This design comes from an exercise in tuning for small area, a short achievable clock period and few clock cycles per item on the open sky130 flow, not from production work. In this exercise RTL edits were held to simulation tests only and were not proved equivalent to the original. No activity file was given, so power comes from the tool's default toggle rates.

==> design.v <==
`timescale 1ns/1ps
module baseband_test_wrapper (
    input  logic        clk,
    input  logic        aresetn,
    input  logic [31:0] s_axil_awaddr,
    input  logic [2:0]  s_axil_awprot,
    input  logic        s_axil_awvalid,
    output logic        s_axil_awready,
    input  logic [31:0] s_axil_wdata,
    input  logic [3:0]  s_axil_wstrb,
    input  logic        s_axil_wvalid,
    output logic        s_axil_wready,
    output logic [1:0]  s_axil_bresp,
    output logic        s_axil_bvalid,
    input  logic        s_axil_bready,
    input  logic [31:0] s_axil_araddr,
    input  logic [2:0]  s_axil_arprot,
    input  logic        s_axil_arvalid,
    output logic        s_axil_arready,
    output logic [31:0] s_axil_rdata,
    output logic [1:0]  s_axil_rresp,
    output logic        s_axil_rvalid,
    input  logic        s_axil_rready,
    input  logic [31:0] s_axis_tdata,
    input  logic        s_axis_tvalid,
    output logic        s_axis_tready,
    output logic [31:0] m_axi_awaddr,
    output logic [7:0]  m_axi_awlen,
    output logic [2:0]  m_axi_awsize,
    output logic [1:0]  m_axi_awburst,
    output logic        m_axi_awvalid,
    input  logic        m_axi_awready,
    output logic [31:0] m_axi_wdata,
    output logic [3:0]  m_axi_wstrb,
    output logic        m_axi_wlast,
    output logic        m_axi_wvalid,
    input  logic        m_axi_wready,
    input  logic [1:0]  m_axi_bresp,
    input  logic        m_axi_bvalid,
    output logic        m_axi_bready
);
    localparam int AWD = 7;    
    logic        awrdy_q;         
    logic        wr_fire;
    logic        ws_en, ws_base, ws_len, ws_cyc, ws_start, ws_al, ws_max;
    logic        bvalid_q;
    logic        arrdy_q;
    logic        rpend_q;
    logic [8:0]  rsel_q;          
    logic        rvalid_q;
    logic [31:0] rdata_q;
    logic        dma_en_q, al_en_q;
    logic [31:0] base_q, len_q, cyc_q, max_q;
    logic [31:0] cnt_q;
    logic [2:0]  cnt_cq;          
    logic [31:0] cnt_c;
    logic        run_q;           
    logic [65:0] left_q;          
    logic [5:0]  pend_q;          
    logic        fire_q;          
    logic        busy_q;          
    logic        kc_q;            
    logic        kbit_q;          
    logic        tready_q;
    logic [4:0]  infl_q;          
    logic        awvalid_q;
    logic [2:0]  awcnt_q;         
    logic [29:0] awaddr_q;
    logic [31:0] awleft_q;        
    logic        awwrap_q;        
    logic        wvalid_q, skv_q;
    logic [31:0] wdata_q, skd_q;
    logic        rst_q;           
    logic        start;
    logic        fire;
    logic        aw_pop, w_pop;
    logic        last_step;
    logic        cbit, cbit1;
    logic        ok_b0, ok_b1, ok_e0, ok_e1;
    logic [33:0] msum;
    logic        ovf;
    logic [5:0]  pendf;
    logic        pnz;    logic        ok_bound, ok_exact;
    logic        aw_up, aw_dn;
    logic [2:0]  awcnt_n;
    logic        awroom, wroom, room;
    logic        rd_ok;
    logic [31:0] cfg_d;
    logic [31:0] rd_mux;
    logic        unused_bits;
    assign unused_bits = ^{s_axil_awaddr[31:9], s_axil_awprot,
                           s_axil_wstrb, s_axil_araddr[31:9],
                           s_axil_arprot, m_axi_bresp};
    assign s_axil_awready = awrdy_q;
    assign s_axil_wready  = awrdy_q;
    assign s_axil_bvalid  = bvalid_q;
    assign s_axil_bresp   = 2'b00;
    assign s_axil_arready = arrdy_q;
    assign s_axil_rvalid  = rvalid_q;
    assign s_axil_rdata   = rdata_q;
    assign s_axil_rresp   = 2'b00;
    assign wr_fire  = awrdy_q & s_axil_awvalid & s_axil_wvalid;
    assign ws_en    = wr_fire & (s_axil_awaddr[8:0] == 9'h000);
    assign ws_base  = wr_fire & (s_axil_awaddr[8:0] == 9'h010);
    assign ws_len   = wr_fire & (s_axil_awaddr[8:0] == 9'h014);
    assign ws_cyc   = wr_fire & (s_axil_awaddr[8:0] == 9'h018);
    assign ws_start = wr_fire & (s_axil_awaddr[8:0] == 9'h020);
    assign ws_al    = wr_fire & (s_axil_awaddr[8:0] == 9'h100);
    assign ws_max   = wr_fire & (s_axil_awaddr[8:0] == 9'h10C);
    assign start    = ws_start & dma_en_q;
    assign s_axis_tready = tready_q;
    assign fire          = s_axis_tvalid & tready_q;
    assign m_axi_awaddr  = {awaddr_q, base_q[1:0]};
    assign m_axi_awlen   = 8'd0;
    assign m_axi_awsize  = 3'd2;
    assign m_axi_awburst = 2'b01;
    assign m_axi_awvalid = awvalid_q;
    assign m_axi_wdata   = wdata_q;
    assign m_axi_wstrb   = 4'hF;
    assign m_axi_wlast   = 1'b1;
    assign m_axi_wvalid  = wvalid_q;
    assign m_axi_bready  = 1'b1;
    assign aw_pop = awvalid_q & m_axi_awready;
    assign w_pop  = wvalid_q & m_axi_wready;
    assign last_step = left_q[0];
    assign cbit      = cyc_q[0] & ~last_step;
    assign cbit1     = cyc_q[1] & ~left_q[1] & ~last_step;
    assign msum      = {1'b0, left_q[65:33]} +
                       {2'b0, (kbit_q ? len_q : 32'd0)} + {33'd0, kbit_q};
    assign ovf = (&len_q) & (&cyc_q);
    assign pendf = pend_q + {5'd0, fire_q};
    assign pnz   = (|pend_q) | fire_q;
    assign ok_b1    = ~ovf & ((|len_q[31:6]) | (pendf < len_q[5:0]));
    assign ok_b0    = ~ovf & ((|len_q[31:6]) | (pendf <= len_q[5:0]));
    assign ok_e1    = (|left_q[63:6]) | (left_q[5:0] > pendf + 6'd1);
    assign ok_e0    = (|left_q[63:6]) | (left_q[5:0] > pendf);
    assign ok_bound = (fire & ok_b1) | (~fire & ok_b0);
    assign ok_exact = (fire & ok_e1) | (~fire & ok_e0);
    assign aw_up   = fire & ~aw_pop;
    assign aw_dn   = aw_pop & ~fire;
    assign awcnt_n = ({3{aw_up}} & (awcnt_q + 3'd1)) |
                     ({3{aw_dn}} & (awcnt_q - 3'd1)) |
                     ({3{~aw_up & ~aw_dn}} & awcnt_q);
    assign awroom  = (aw_up & (awcnt_q < AWD[2:0] - 3'd1)) | aw_dn |
                     (~aw_up & (awcnt_q < AWD[2:0]));
    assign wroom   = (fire & ~w_pop & ~wvalid_q) | (~fire & w_pop) |
                     (~(fire & ~w_pop) & ~skv_q);
    assign room    = awroom & wroom & ~infl_q[4];
    assign rd_ok = rpend_q & ((~pnz & ~|cnt_cq) | tready_q);
    assign rd_mux = ({32{rsel_q[0]}} & {31'd0, dma_en_q}) |
                    ({32{rsel_q[1]}} & base_q) |
                    ({32{rsel_q[2]}} & len_q) |
                    ({32{rsel_q[3]}} & cyc_q) |
                    ({32{rsel_q[4]}} & left_q[31:0]) |
                    ({32{rsel_q[5]}} & left_q[63:32]) |
                    ({32{rsel_q[6]}} & {31'd0, al_en_q}) |
                    ({32{rsel_q[7]}} & cnt_q) |
                    ({32{rsel_q[8]}} & max_q);
    assign cfg_d = s_axil_wdata & {32{~rst_q}};
    always_ff @(posedge clk) begin
        if (rst_q || ws_base) base_q <= cfg_d;
        if (rst_q || ws_len)  len_q  <= cfg_d;
        if (rst_q || ws_max)  max_q  <= cfg_d;
        if (rst_q || ws_cyc)  cyc_q  <= cfg_d;
        else if (busy_q && !rst_q && !last_step) cyc_q <= {cyc_q[0], cyc_q[31:1]};
    end
    always_comb begin
        for (int sg = 0; sg < 4; sg++) begin
            cnt_c[8*sg] = (sg == 0) ? fire_q : cnt_cq[sg-1];
            for (int i = 1; i < 8; i++)
                cnt_c[8*sg+i] = cnt_c[8*sg+i-1] & cnt_q[8*sg+i-1];
        end
    end
    always_ff @(posedge clk) begin
        if (rst_q) begin
            cnt_q  <= 32'd0;
            cnt_cq <= 3'd0;
        end else begin
            cnt_q  <= cnt_q ^ cnt_c;
            cnt_cq <= {cnt_c[23] & cnt_q[23], cnt_c[15] & cnt_q[15],
                       cnt_c[7] & cnt_q[7]};
        end
    end
    always_ff @(posedge clk) begin
        if (s_axil_arvalid && arrdy_q) begin
            rsel_q[0] <= (s_axil_araddr[8:0] == 9'h000);
            rsel_q[1] <= (s_axil_araddr[8:0] == 9'h010);
            rsel_q[2] <= (s_axil_araddr[8:0] == 9'h014);
            rsel_q[3] <= (s_axil_araddr[8:0] == 9'h018);
            rsel_q[4] <= (s_axil_araddr[8:0] == 9'h020);
            rsel_q[5] <= (s_axil_araddr[8:0] == 9'h024);
            rsel_q[6] <= (s_axil_araddr[8:0] == 9'h100);
            rsel_q[7] <= (s_axil_araddr[8:0] == 9'h104);
            rsel_q[8] <= (s_axil_araddr[8:0] == 9'h10C);
        end
        if (rd_ok) rdata_q <= rd_mux;
        if (start) begin
            awaddr_q <= base_q[31:2];
            awleft_q <= len_q;
            awwrap_q <= (len_q == 32'd0);
        end else if (aw_pop) begin
            awaddr_q <= awwrap_q ? base_q[31:2] : awaddr_q + 30'd1;
            awleft_q <= awwrap_q ? len_q : awleft_q - 32'd1;
            awwrap_q <= awwrap_q ? (len_q == 32'd0) : (awleft_q == 32'd1);
        end
        if (!wvalid_q || w_pop) wdata_q <= skv_q ? skd_q : s_axis_tdata;
        if (!skv_q) skd_q <= s_axis_tdata;
    end
    always_ff @(posedge clk) begin
        rst_q <= ~aresetn;
        if (rst_q) begin
            awrdy_q   <= 1'b0;
            bvalid_q  <= 1'b0;
            arrdy_q   <= 1'b0;
            rpend_q   <= 1'b0;
            rvalid_q  <= 1'b0;
            dma_en_q  <= 1'b0;
            al_en_q   <= 1'b0;
            run_q     <= 1'b0;
            left_q    <= 66'd0;
            pend_q    <= 6'd0;
            fire_q    <= 1'b0;
            busy_q    <= 1'b0;
            kc_q      <= 1'b0;
            kbit_q    <= 1'b0;
            tready_q  <= 1'b0;
            infl_q    <= 5'd0;
            awvalid_q <= 1'b0;
            awcnt_q   <= 3'd0;
            wvalid_q  <= 1'b0;
            skv_q     <= 1'b0;
        end else begin
            if (wr_fire) begin
                bvalid_q <= 1'b1;
                if (ws_en) begin
                    dma_en_q <= s_axil_wdata[0];
                    if (!s_axil_wdata[0]) run_q <= 1'b0;
                end
                if (ws_al) al_en_q <= s_axil_wdata[0];
            end else if (s_axil_bready) begin
                bvalid_q <= 1'b0;
            end
            awrdy_q <= ~wr_fire & (~bvalid_q | s_axil_bready) &
                       ~(busy_q & ~last_step);
            arrdy_q <= ~arrdy_q & ~rpend_q & ~rvalid_q & ~busy_q &
                       s_axil_arvalid;
            if (s_axil_arvalid && arrdy_q) begin
                rpend_q <= 1'b1;
            end else if (rd_ok) begin
                rpend_q  <= 1'b0;
                rvalid_q <= 1'b1;
            end else if (rvalid_q && s_axil_rready) begin
                rvalid_q <= 1'b0;
            end
            fire_q <= fire;
            if (start) begin
                run_q  <= 1'b1;
                left_q <= {33'd0, 1'b1, 32'd0};
                pend_q <= 6'd0;
                busy_q <= 1'b1;
                kc_q   <= 1'b1;
                kbit_q <= ~cyc_q[0];
            end else if (busy_q) begin
                left_q <= {msum, left_q[32:1]};
                pend_q <= pendf;
                kc_q   <= cbit & kc_q;
                kbit_q <= cbit1 ^ (cbit & kc_q);
                if (last_step) busy_q <= 1'b0;
            end else if (pnz) begin
                left_q <= left_q - 66'd1;
                if (!fire_q) pend_q <= pend_q - 6'd1;
            end
            tready_q <= start ? (al_en_q & ~ovf)
                              : (run_q & dma_en_q & al_en_q & room &
                                 (busy_q ? ok_bound : ok_exact) &
                                 ~((ws_en | ws_al) & ~s_axil_wdata[0]));
            infl_q <= infl_q + {4'd0, fire_q} - {4'd0, m_axi_bvalid};
            awcnt_q   <= awcnt_n;
            awvalid_q <= aw_up | (aw_dn & (awcnt_q != 3'd1)) |
                         (~aw_dn & (awcnt_q != 3'd0));
            if (!wvalid_q || w_pop) begin
                if (skv_q) begin
                    skv_q <= fire;
                end else begin
                    wvalid_q <= fire;
                end
            end else if (fire) begin
                skv_q <= 1'b1;
            end
        end
        if (!aresetn) begin
            awrdy_q   <= 1'b0;
            bvalid_q  <= 1'b0;
            arrdy_q   <= 1'b0;
            rvalid_q  <= 1'b0;
            tready_q  <= 1'b0;
            awvalid_q <= 1'b0;
            wvalid_q  <= 1'b0;
        end
    end
endmodule
==> flow/run.sh <==
#!/bin/bash
# The standard layout (standard synthesis unchanged), with two changes to how
# the layout is made: ports get sky130 buf_1 buffers instead of the resizer's
# default pick, and setup repair works towards a tighter target margin. The
# clock period and constraints are the standard flow's own. make's full output (all yosys
# and openroad steps) goes to make.log; ORFS keeps per-step logs in orfs/logs.
set -euo pipefail
bash standard.sh "BUFFER_PORTS_ARGS=-buffer_cell sky130_fd_sc_hd__buf_1" \
    "SETUP_SLACK_MARGIN=9.2" finish > make.log 2>&1
==> standard.sh <==
#!/bin/bash
# synth_recipe.tcl (not shown) runs the flow's synth.tcl, then flattens the netlist and writes it again
# the make line also repeats each setting of config.mk as NAME=value (left out here)
make -C /OpenROAD-flow-scripts/flow DESIGN_CONFIG=/design/flow/config.mk WORK_HOME=/design/flow/orfs CLKGATE_MAP_FILE= SYNTH_SCRIPT=/design/flow/synth_recipe.tcl "${@:-finish}"
==> config.mk <==
export PLATFORM = sky130hd
export DESIGN_NAME = baseband_test_wrapper
export DESIGN_NICKNAME = baseband_test_wrapper
export VERILOG_FILES = /design/flow/design.v
export SDC_FILE = /design/flow/constraint.sdc
export NUM_CORES = 4
export LEC_CHECK = 0
export CAP_MARGIN = 20
export CORE_MARGIN = 2
export CORE_UTILIZATION = 60
export CTS_CLUSTER_DIAMETER = 100
export CTS_CLUSTER_SIZE = 25
export SLEW_MARGIN = 20
==> constraint.sdc <==
create_clock -name core_clock -period 13.0 [get_ports {clk}]
set_input_delay 2.6000 -clock core_clock [delete_from_list [all_inputs] [get_ports {clk}]]
set_output_delay 2.6000 -clock core_clock [all_outputs]
set_load 0.01 [all_outputs]
==> results of run 1 <==
[through the flow]
step / instance area, um^2 / cells / util (%)
5_1_grt: 25500 / 2825 / 71.5
2_1_floorplan: 22000 / 2119 / -
3_3_place_gp: 22900 / 2675 / 64.2
4_1_cts: 24400 / 2764 / 68.5
6_report: 25500 / 2825 / 71.5
3_5_place_dp: 22900 / 2675 / 64.2
[critical path, delay by kind of cell]
family	cells	cell delay, ns
and+or+nand+nor	5	1.32
AOI/OAI and AO/OA	1	0.08
buffers and inverters	2	0.26
[sequential cells by signal (all words and copies together) (netlist names), 5 cells and up]
| name | count |
|---|---|
| awaddr_q | 30 |
| awleft_q | 32 |
| base_q | 32 |
| cnt_q | 32 |
| cyc_q | 32 |
| infl_q | 5 |
| left_q | 66 |
| len_q | 32 |
| max_q | 32 |
| pend_q | 6 |
| rdata_q | 32 |
| rsel_q | 9 |
| skd_q | 32 |
| wdata_q | 32 |
[synthesized netlist by cell type (all sizes together), types with 5 or more instances]
master | instances | area [um^2]
edfxtp | 264 | 7930
nand2 | 224 | 841
nor2 | 167 | 627
dfxtp | 164 | 3280
a21oi | 104 | 521
o21ai | 101 | 505
ha | 100 | 1250
clkbuf | 89 | 334
xor2 | 80 | 701
nor2b | 75 | 469
xnor2 | 73 | 639
nand3 | 72 | 360
a22oi | 64 | 480
inv | 51 | 191
nor3 | 47 | 262
nor4 | 44 | 297
nand4 | 42 | 269
buf | 35 | 240
a211oi | 34 | 265
a222oi | 33 | 330
mux2 | 33 | 372
and2 | 30 | 188
or3 | 20 | 135
a21o | 19 | 143
or4 | 11 | 90.1
and3 | 9 | 56.3
nand2b | 8 | 50.1
mux2i | 7 | 70.1
o21a | 6 | 45.0
o31ai | 6 | 45.0
or2 | 6 | 37.5
a311oi | 5 | 50.0
nand3b | 5 | 37.5
o31a | 5 | 43.8
o41ai | 5 | 43.8
[per-layer routing]
| metal | vias to the layer above | part of all wire (%) | GRT usage [%] |
|---|---|---|---|
| li1 | 8185 | - | - |
| met2 | 1206 | 44 | 54.5 |
| met1 | 9000 | 39 | 51.4 |
| met3 | 186 | 13 | 5.74 |
| met4 | 6 | 4.2 | 12.9 |
| met5 | - | 0.19 | 0.639 |
[repair_timing]
item	in CTS	in global routing
endpoints found under the setup margin	311	321
resized for setup	69	121
endpoints found under the hold margin	0	0
buffers inserted	35	35
pin swaps	55	35
cloned	16	26
[worst min-delay path by stage]
stage	from	endpoint	slack (ns)	cells past startpoint
6_report	skd_q[30]	skd_q[30]	0.48	1
5_1_grt	skd_q[28]	skd_q[28]	0.49	1
4_1_cts	rvalid_q	arrdy_q	0.47	1
3_5_place_dp	rvalid_q	arrdy_q	0.45	1
3_3_place_gp	rvalid_q	arrdy_q	0.45	1
2_1_floorplan	skd_q[0]	skd_q[0]	0.45	1
[power breakdown]
group / switching [mW] / leakage, nW / internal (mW)
combinational: 0.450 / 5.52 / 0.295
sequential: 0.0892 / 3.94 / 1.51
clock: 0.451 / 0.302 / 0.324
total: 0.991 / 9.76 / 2.13
[kinds of logic after synthesis]
group           Yosys count  synth area share, %
flops                   428                 51.5
compound gates          419                 12.8
buf+inv                 175                 3.52
other cells               2               0.0345
fa+ha+maj               104                 6.07
simple gates            777                 17.8
mux                      40                 2.03
xor+xnor                153                 6.16
[cell type report]
class	count	area, um^2
Timing Repair Buffer	317	2410
Clock inverter	3	33.8
Fill cell	2642	10200
Inverter	51	191
Clock buffer	35	599
Tap cell	461	577
Sequential cell	428	11200
Multi-Input combinational cell	1530	10500
[cell usage in the layout (no fill, tap or decap), types with 41 or more instances in the layout]
cell type,n
edfxtp_1,264
nand2_1,187
buf_1,187
nor2_1,163
dfxtp_1,160
ha_1,98
a21oi_1,89
xor2_1,80
nor2b_1,74
xnor2_1,73
nand3_1,71
a22oi_1,64
o21ai_0,63
buf_4,59
inv_1,49
nor3_1,41
nand4_1,41
nor4_1,41
==> out/results.txt, run 1 <==
status - complete, no violations
Core Region - 35700 um^2
# clock sinks - 428
DRC - 0
hold buffer count at cts - 0
Synth Area per Inst - 10.4 um^2
CTS clk-pin slew, worst paths - 0.10 ns
register area share after synthesis - 51.5%
Die Y - 194 um
synth unique cells - 82
Worst slew margin - 22.6%
IO Pins - 278
global route overflow - 0
CP Max Fanout - 8
H-tree lvl count - 1
Tightest Pin Transition - 1.16 ns
CP peak stage delay - 0.54 ns
total clock buffers created by CTS - 21
Final #Nets - 2603
first-pass GRT wire length - 103 mm
Area growth, synth to finish - 17.2%
crit start category - input port
setup violators final - 0
layout cell share with drive strength beyond 1 - 12.9%
clk latency of the worst-skew pair - 0.57 ns
FFs w/ async S/R, synth - 0%
R2R Setup Slk - 9.27 ns
clock skew - 0.0345 ns
DR vias/cell - 6.58
FF-to-FF path depth - 14
WHS - 0.482 ns
CP startpoint - s_axil_wvalid
Post-synth EDFFs - 264
setup TNS - 0 ns
Slew Limit Fails - 0
Power Total - 3.12 mW
Total GRT Usage - 35.6%
drt pass-1 iters - 18
f_max - 250 MHz
#FFs+latches synth - 428
final wirelength - 74.5 mm
Yosys warning total - 1
reg2reg start - kbit_q
worst-case clock buffer depth - 3
worst hold path class - flop to flop
CTS tree - yes
Initial Util - 61.0%
CTS Root Buffer Type - clkbuf_16
Post-Synthesis Cells - 2098
vias in the first global route - 16900
synthesized area - 21800 um^2
# Max-Cap Violations - 0
Antenna Nets Post-Route - 0
routability congestion estimate - 0.925
total number of vias - 18600
Crit Reg-Reg Endpoint - left_q[64]
kind of critical path - input port to flop
diode count - 0
wire per inst - 26.4 um
worst vdd ir - 0.0990 mV
post-layout min period - 4.00 ns
Crit-path slowest cell - or3b_4
CP Cell Sequence - buf_1 -> nand3_2 -> or3_4 -> nand4bb_4 -> buf_6 -> or3b_4 -> nand2_2 -> a21oi_1
Final Hold Fails - 0
worst setup path end - cyc_q[13]
critical path arrival - 4.27 ns
largest net degree at the start of global routing - 66
FP Rows - 69
port buffer count - 196
CP required - 13.27 ns
DRT iter0 DRCs - 2778
initial antenna violation count - 2
RSZ-0062 raised after global routing - yes
dpl hpwl - 44.7 mm
Setup WS pre-CTS - 7.50 ns
Die ar. - 37800 um^2
CP Capture Type - flop
Pleak - 9.76 nW
Die Width - 194 um
Most used DFF post-synth - edfxtp_1
crit share post-route - 30.8%
pwr/cell area - 122 nW/um^2
post-route setup slack - 9.00 ns
Testbench counts, summed over its fixed seeds: cycles 7,983, items 5,657.
==> run 2: changes to the inputs <==
--- a/config.mk
+++ b/config.mk
@@ -7,7 +7,7 @@
 export LEC_CHECK = 0
 export CAP_MARGIN = 20
 export CORE_MARGIN = 2
-export CORE_UTILIZATION = 60
+export CORE_UTILIZATION = 40
 export CTS_CLUSTER_DIAMETER = 100
 export CTS_CLUSTER_SIZE = 25
 export SLEW_MARGIN = 20
==> run 2 against run 1 <==
Sequential power about the same. Critical path depth up 2. Die area grew 49%. Area after synthesis stayed put. Power increased by 2.0%. Critical path type unchanged. Largest cell class unchanged. Highest routed layer is now met4.
==> out/results.txt, run 2 <==
top register by number of flip-flops - left_q
WHS Endpoint - arrdy_q
Power Total - 3.18 mW
Crit-path slowest cell - or3_4
CTS clk-pin slew, worst paths - 0.10 ns
setup violators final - 0
Pleak - 10.1 nW
global route overflow - 0
synthesized area - 21800 um^2
most common cell in the synthesized netlist - edfxtp_1
# Max-Cap Violations - 0
final design utilization - 49.3%
synth unique cells - 82
CTS tree - yes
register area share after synthesis - 51.5%
worst-case clock buffer depth - 3
DRC - 0
largest area contributor in the netlist - edfxtp_1
routability congestion estimate - 0.913
f_max - 246 MHz
CP Cell Sequence - buf_1 -> nand3_2 -> or3_4 -> nand4bb_4 -> buf_12 -> nor3b_4 -> buf_6 -> buf_12 -> or3_4 -> clkbuf_16
CP required - 13.28 ns
reg2reg start - len_q[0]
WHS - 0.476 ns
Hold Crit Depth - 1
wire per inst - 26.4 um
FF+latch area - 11200 um^2
Yosys warning total - 1
CP Capture Type - flop
area share of the largest cell type after synthesis - 36.4%
commonest cells after routing, fill and taps aside - edfxtp_1 (264), buf_1 (185), nand2_1 (181), dfxtp_1 (159), nor2_1 (145)
RSZ-0062 raised after global routing - yes
FP Rows - 85
#FFs+latches synth - 428
Core Region - 53800 um^2
Synth area leaders - edfxtp_1 (36%), dfxtp_1 (15%), ha_1 (5.8%)
diode count - 0
dpl hpwl - 47.1 mm
worst hold path class - flop to flop
CP startpoint - s_axil_wvalid
non-filler cells, final - 3074
Final #Nets - 2618
pwr/cell area - 120 nW/um^2
DR vias/cell - 6.04
post-layout min period - 4.06 ns
Most used DFF post-synth - edfxtp_1
top post-synthesis cells by count - edfxtp_1 (264), nand2_1 (224), nor2_1 (167), dfxtp_1 (164), a21oi_1 (104)
dpl cells - 2911
Die Y - 237 um
Synth Area per Inst - 10.4 um^2
HP Start - rvalid_q
max reg flops - 66
status - complete, no violations
largest net degree at the start of global routing - 70
Antenna Nets Post-Route - 0
R2R Setup Slk - 9.14 ns
DRT iter0 DRCs - 1995
CP peak stage delay - 0.37 ns
H-tree lvl count - 1
setup TNS - 0 ns
Slew Limit Fails - 0
port buffer count - 196
Post-synth EDFFs - 264
Worst slew margin - 20.3%
Final Hold Fails - 0
Area growth, synth to finish - 22.0%
# fillers - 4907
FF-to-FF path depth - 13
worst vdd ir - 0.0975 mV
Tightest Pin Transition - 1.18 ns
critical path arrival - 4.35 ns
# clock sinks - 428
IO Pins - 278
final wirelength - 81.2 mm
Total GRT Usage - 26.5%
cell count along the critical path - 10
total clock buffers created by CTS - 21
kind of critical path - input port to flop
largest delay contributor family on the critical path - simple AND/OR/NAND/NOR gates
crit start category - input port
Finished Cell Area - 26500 um^2
CTS Root Buffer Type - clkbuf_16
Post-Synthesis Cells - 2098
drt pass-1 iters - 8
post-route setup slack - 8.94 ns
first-pass GRT wire length - 112 mm
clk latency of the worst-skew pair - 0.59 ns
Crit Reg-Reg Endpoint - left_q[64]
Setup WS pre-CTS - 7.50 ns
clock skew - 0.0372 ns
most common cell after layout, fill and taps aside - edfxtp_1
Die Width - 237 um
Die ar. - 56300 um^2
FFs w/ async S/R, synth - 0%
CP bufs+invs - 5
area of the multi-input gates - 11100 um^2
layout cell share with drive strength beyond 1 - 18.1%
Initial Util - 40.4%
Cell Area, Placed - 23200 um^2
vias in the first global route - 17600
hold buffer count at cts - 0
initial antenna violation count - 0
total number of vias - 18600
crit share post-route - 31.3%
CP Max Fanout - 8
==> run 2: cell counts after synthesis <==
Identical to the previous run, type by type.
==> run 2: timing repair <==
action	in CTS	in global routing
setup endpoints to repair	314	371
pin swaps	49	100
buffers inserted	52	35
resized for setup	80	290
cloned	23	16
==> run 2: where the power goes <==
part,internal [mW],total (mW),switching (mW)
clock,0.313,0.771,0.458
sequential,1.51,1.59,0.0861
combinational,0.323,0.816,0.493
==> run 2: per-layer routing <==
layer  share of wire (%)  wire length (um)  vias up  GRT usage, %
met5                   0                 0        -             0
met4                 5.7              4600        0          13.5
met3                  10              8440      215          3.43
met2                  44             35700     1045          40.7
met1                  40             32500     9099          36.8
li1                    -                 -     8206             -
==> run 2: logic make-up (layout without fill, tap and decap cells) <==
kind of cell,Yosys count,count (layout),share of synthesized area (%)
simple gates,777,798,17.8
xor+xnor,153,153,6.16
buf+inv,175,413,3.52
compound gates,419,419,12.8
fa+ha+maj,104,104,6.07
flops,428,428,51.5
mux,40,40,2.03
other cells,2,23,0.0345
==> run 2: cell type report <==
class / instances / share of cell area [%]
Sequential cell: 428 / 42.3
Multi-Input combinational cell: 1537 / 42.0
Timing Repair Buffer: 325 / 9.48
Tap cell: 696 / 3.28
Clock buffer: 35 / 2.18
Inverter: 51 / 0.721
Clock inverter: 2 / 0.123
==> run 2: worst max-delay path by stage <==
| stage | slack [ns] | end |
|---|---|---|
| floorplan | 8.42 | base_q[0] |
| global placement | 7.67 | awaddr_q[12] |
| detailed placement | 7.50 | awaddr_q[14] |
| CTS | 9.00 | awleft_q[17] |
| global route | 8.92 | cyc_q[25] |
| finish | 8.94 | cyc_q[22] |

## afterwards: timing with drivers on the ports
Ports are ideal in the flow. The routed layouts listed here were re-timed in OpenROAD.
Step 1 sets driving cells, clkbuf_16 on the clock port and buf_2 on the other inputs (assumed; they add their load-dependent delay and slew).
Step 2 also shifts input and output timing later by t, the mid clock arrival at the registers, as if the neighbouring blocks saw the same clock.
Slacks: ideal / step 1 / step 2; pairs: ideal / step 1.
run | t, ns | setup WS [ns] | worst slew at a driven data input, ns
run 1 | 0.618 | 9.001 / 9.034 / 8.416 | 0.05
run 2 | 0.633 | 8.936 / 8.962 / 8.329 | 0.07
After both steps every run listed still meets setup and hold. For run 2, which loses most, drivers alone change the setup slack by +0.026 ns; drivers and shift together by -0.607 ns.
